Context: an optimization exercise on an open-source flow, tuned for small area, a short achievable clock period and few clock cycles. The choices shown serve that exercise and are no tape-out recipe.
Only simulation tests tie the RTL to the original design; equivalence was not proved.
Power and IR drop assume default switching activity.

==> flow/design.v (excerpt) <==
module sorted_word_table_binary_search_top #(
  parameter int TABLE_DEPTH = swt_pkg::TABLE_DEPTH_DEF,
  parameter int WORD_CHARS  = swt_pkg::WORD_CHARS_DEF
) (
  input  logic                              clk,
  input  logic                              rst_n,
  input  logic                              in_tvalid,
  output logic                              in_tready,
  input  logic                              in_tuser,    
  input  logic [swt_pkg::IN_TDATA_W-1:0]    in_tdata,    
  output logic                              out_tvalid,
  input  logic                              out_tready,
  output logic [swt_pkg::OUT_TDATA_W-1:0]   out_tdata,   
  input  logic                              cfg_valid,
  output logic                              cfg_ready,
  input  logic [swt_pkg::COUNT_W-1:0]       cfg_data
);
  localparam int CW = swt_pkg::CHAR_W;
  localparam int NC = WORD_CHARS;
  localparam int W  = CW * NC;
  localparam int D  = TABLE_DEPTH;
  localparam int AW = $clog2(TABLE_DEPTH);
  localparam int QD = swt_pkg::QDEPTH;
  localparam int OW = 1 + AW;                  
  ...
For scale: about 6400 cells after synthesis, about 1300 flip-flops, roughly 94 I/O pins, ~61000 um2 of cells after synthesis.
clock: 5.0 ns
lec_check: 0
cap_margin: 20
core_margin: 2
core_utilization: 40
cts_cluster_diameter: 100
cts_cluster_size: 25
setup_slack_margin: 2.8
slew_margin: 20
tns_end_percent: 100
run.sh (not shown) runs the stock make flow with config.mk's settings and CLKGATE_MAP_FILE= SYNTH_SCRIPT=/design/flow/synth_recipe.tcl, a recipe that flattens the netlist after the stock synthesis.
Testbench counts at the start, summed over its fixed seeds: cycles 2,080.
Edit:
SETUP_SLACK_MARGIN = 3.0   (was 2.8)
=>
- synthesized cell count stays the same
- design area goes up by 5.2%
- clock skew goes up by 0.027 ns
- power goes up by 2.7%
- register-to-register slack improves by 0.22 ns
- wire length goes up by 5.1%
- via count goes up by 2.6%
- setup slack improves by 0.080 ns
- final cell count goes up by 2.3%
Edit:
SETUP_SLACK_MARGIN = 2.6   (was 3.0)
Outcome: Maximum frequency decreases by 5.5%; via count goes down by 6.0%; clock-buffer cell count is lower by 5; register-to-register slack loses 0.27 ns; final cell count goes down by 3.9%; non-clock buffer count drops by 321; wire length fell by 10%; die area stays the same; area after synthesis stays the same; worst setup slack loses 0.13 ns.


sorted_word_table_binary_search_top, a different RTL version from the one above (not shown whole).
Size: about 94 I/O pins, about 62000 um^2 of cells after synthesis.
==> flow/config.mk <==
export PLATFORM = sky130hd
export DESIGN_NAME = sorted_word_table_binary_search_top
export DESIGN_NICKNAME = sorted_word_table_binary_search_top
export VERILOG_FILES = /design/flow/design.v
export SDC_FILE = /design/flow/constraint.sdc
export NUM_CORES = 4
export LEC_CHECK = 0
export CAP_MARGIN = 20
export CORE_MARGIN = 2
export CORE_UTILIZATION = 40
export CTS_CLUSTER_DIAMETER = 100
export CTS_CLUSTER_SIZE = 25
export SETUP_SLACK_MARGIN = 3.1
export SLEW_MARGIN = 20
export TNS_END_PERCENT = 100
==> flow/constraint.sdc <==
create_clock -name core_clock -period 5.0 [get_ports {clk}]
set_input_delay 1.0000 -clock core_clock [delete_from_list [all_inputs] [get_ports {clk}]]
set_output_delay 1.0000 -clock core_clock [all_outputs]
set_load 0.01 [all_outputs]
The baseline went through all stages and came out clean.
Testbench counts at the start, summed over its fixed seeds: cycles 2,080.
Next try:
Settings changed: SETUP_SLACK_MARGIN 3.1 to 3.0.
=> Total power drops by 2.0%; sequential share of layout area climbs by 0.97 points; die area stays the same; setup slack improved by 8.7 ps; synthesized cell count is unchanged; utilization drops by 1.3 points.
Next try:
Settings changed: CORE_UTILIZATION 40 to 50.
Outcome:
- global-route usage came out higher by 5.9 points
- worst hold slack improved by 19 ps
- cell count is lower by about 5%
- cell area fell by 0.95%
Next try:
Settings changed: CORE_UTILIZATION 50 to 40, SETUP_SLACK_MARGIN 3.0 to 2.9.
Synthesized cell count is unchanged.
Fmax is higher slightly.
Non-clock buffer count increases by 42.
Global-route usage is lower by 5.6 points.


== run A ==
sorted_word_table_binary_search_top, a different RTL version from the one above (not shown whole).
Size: ~4300 cells after synthesis, roughly 1200 flip-flops, ~94 I/O pins, roughly 59000 µm² of cells after synthesis.
export LEC_CHECK = 0
export CAP_MARGIN = 20
export CORE_MARGIN = 2
export CORE_UTILIZATION = 40
export CTS_CLUSTER_DIAMETER = 100
export CTS_CLUSTER_SIZE = 25
export SETUP_SLACK_MARGIN = 2.3
export SLEW_MARGIN = 20
export TNS_END_PERCENT = 100
create_clock -name core_clock -period 5.0 [get_ports {clk}]
Testbench counts of run A, summed over its fixed seeds: cycles 2,080.
Setup changes, run A to run B
- CTS_CLUSTER_DIAMETER: 100 -> unset
- CTS_CLUSTER_SIZE: 25 -> unset
- CORE_UTILIZATION: 40 -> 60
- PLACE_DENSITY: unset -> 0.7
- SETUP_SLACK_MARGIN: 2.3 -> 2.6
--- outcome ---
Number of cell instances on the worst register-to-register path, run A and run B: larger value in run B
Run B completed end to end with timing, DRC and antenna clean.
NOTE cell count run A->run B decreased by a few percent
Post-detailed-route via-to-cell ratio, run A and run B: larger value in run B
Row highest cell delay on the worst timing path: run B lower / run A higher
When the final numbers for run A and run B were put side by side, the share of the core filled with cells in the final layout turned out to be smaller in run A.
On minimum clock period after layout: run B sits below run A.
Looking at beginning of the critical path, the q_w[59] result is from run B; the n_r[0] one comes from run A.
The last weighted congestion value of the routability-driven placer of run B exceeds that of run A by 0.033.
On smallest setup slack after layout: between run A and run B, it ends up higher for run B.
diff inputs: run B => run C
- CTS_CLUSTER_SIZE newly set to 30
- PLACE_DENSITY removed (was 0.7)
- CTS_CLUSTER_DIAMETER newly set to 100
- CORE_UTILIZATION changed from 60 to 40
Results
Per the comparison of run C with run B, overall die height increased by about 22% relative to the old numbers, fmax increased by about 2.8% relative to the old numbers.
Area overhead of the layout relative to synthesis in run C is 2.7 points below run B.
In run C the length of routed wiring on met1 turned out about 15% higher than in run B.
The switching power summed over all nets reported for run C is smaller than that of run B by 610 µW.
Transition time of the tightest slew-check pin: run C > run B
In the tables for run C and run B, power share of the combinational group reads lower with run B.
The leakage dissipation of run C is lower than that of run B.
Between run B and run C, power decreased.
Edits applied to the flow inputs when going from run C to run D:
- CTS_CLUSTER_SIZE: 30 -> unset
- CTS_CLUSTER_DIAMETER: 100 -> unset
[summary]
- On part of the cycle the worst path needs: run D sits above run C.
- Run D: PASS, flow complete, no timing, DRC or antenna violations
- Diff run C..run D | post-synthesis sequential area ratio | unchanged
- Delta (run D minus run C): multi-input logic area barely changed; part of the power in the clock network climbed 14 points.


Another version of the RTL of sorted_word_table_binary_search_top (not shown whole).
Size: about 6,300 cells after synthesis, ~1,300 flip-flops, about 94 I/O pins, ~61,000 um^2 of cells after synthesis.
export LEC_CHECK = 0
export CAP_MARGIN = 20
export CORE_MARGIN = 2
export CORE_UTILIZATION = 40
export CTS_CLUSTER_DIAMETER = 100
export CTS_CLUSTER_SIZE = 25
export SETUP_SLACK_MARGIN = 2.85
export SLEW_MARGIN = 20
export TNS_END_PERCENT = 100
create_clock -name core_clock -period 5.0 [get_ports {clk}]
Testbench counts at the start, summed over its fixed seeds: cycles 2,080.
Change:
--- a/flow/config.mk
+++ b/flow/config.mk
@@ -13 +13 @@
-export SETUP_SLACK_MARGIN = 2.85
+export SETUP_SLACK_MARGIN = 3.0
After rerunning:
- The changed run completed with no timing, DRC or antenna violations
- clock power stays flat
- fmax stays flat
- final cell count climbs by 1.9%
Change:
--- a/flow/config.mk
+++ b/flow/config.mk
@@ -13 +13,2 @@
-export SETUP_SLACK_MARGIN = 3.0
+export GPL_ROUTABILITY_DRIVEN = 0
+export SETUP_SLACK_MARGIN = 2.9
After rerunning: Combinational power goes down by 4.4%; area after synthesis does not change; clock skew goes down by 6.1 ps.
Change:
--- a/flow/config.mk
+++ b/flow/config.mk
@@ -11,3 +11,2 @@
-export CTS_CLUSTER_DIAMETER = 100
-export CTS_CLUSTER_SIZE = 25
-export GPL_ROUTABILITY_DRIVEN = 0
+export CTS_CLUSTER_DIAMETER = 60
+export CTS_CLUSTER_SIZE = 20
What happened:
- The changed run produced a clean layout
- clock skew hardly moves
- routed wire length drops slightly
- setup slack improved by 17 ps
- combinational power shrinks slightly
- synthesized cell count is unchanged
- sequential cell count does not change
Change:
--- a/flow/config.mk
+++ b/flow/config.mk
@@ -10,3 +10,4 @@
-export CORE_UTILIZATION = 40
-export CTS_CLUSTER_DIAMETER = 60
-export CTS_CLUSTER_SIZE = 20
+export CORE_UTILIZATION = 55
+export CTS_CLUSTER_DIAMETER = 100
+export CTS_CLUSTER_SIZE = 25
+export PLACE_DENSITY = 0.7
Effect:
- The changed run passed the timing, design-rule and antenna checks
- cell area went down by a few percent
- wire length went down by a few percent
- non-clock buffer count went up by 11
- sequential cell count does not change
- core utilization went up by 15 points
- synthesized area does not change
- die area went down by a quarter to a third

separate check: timing with driven ports:
The flow's constraints put no driver on any port. The routed layouts listed below were extracted and timed again, unchanged, in two steps.
Step 1 assumes that a clkbuf_16 drives the clock port and a buf_2 every other input.
Step 2 also shifts input and output timing later by t, the mid clock arrival at the registers, as if the neighbouring blocks saw the same clock.
Three values: ideal ports, drivers, drivers and shift; two values: the first two.
run	shift t [ns]	setup WS [ns]	worst setup path at the end	latest minus earliest clock arrival (ns)
the first run of note 1	0.816	2.645 / 2.643 / 2.121	input to register	0.044 / 0.045
the second run of note 1	0.812	2.725 / 2.646 / 2.287	input to register	0.062 / 0.062
the third run of note 1	0.809	2.593 / 2.574 / 1.969	input to register	0.052 / 0.052
the first run of note 2	0.800	2.832 / 2.749 / 2.403	input to register	0.072 / 0.072
the second run of note 2	0.814	2.841 / 2.751 / 2.304	input to register	0.075 / 0.075
the third run of note 2	0.799	2.832 / 2.749 / 2.335	input to register	0.054 / 0.053
the fourth run of note 2	0.805	2.841 / 2.754 / 2.220	input to register	0.073 / 0.072
run A	0.770	2.333 / 2.278 / 1.729	input to register	0.047 / 0.047
run B	0.797	2.498 / 2.498 / 1.869	input to register	0.034 / 0.033
run C	0.774	2.566 / 2.566 / 1.871	input to register	0.046 / 0.046
run D	0.837	2.534 / 2.534 / 1.899	input to register	0.030 / 0.031
the first run of note 4	0.779	2.749 / 2.723 / 2.160	input to register	0.069 / 0.069
the second run of note 4	0.787	2.753 / 2.706 / 2.236	input to register	0.069 / 0.069
the third run of note 4	0.800	2.753 / 2.672 / 2.188	input to register	0.063 / 0.063
the fourth run of note 4	0.833	2.769 / 2.691 / 2.170	input to register	0.056 / 0.056
the fifth run of note 4	0.796	2.822 / 2.750 / 2.137	input to register	0.039 / 0.040
After both steps every run listed still meets setup and hold. The setup slack of run C, which loses most, moves by 0.000 ns with the drivers and by -0.695 ns with both steps.
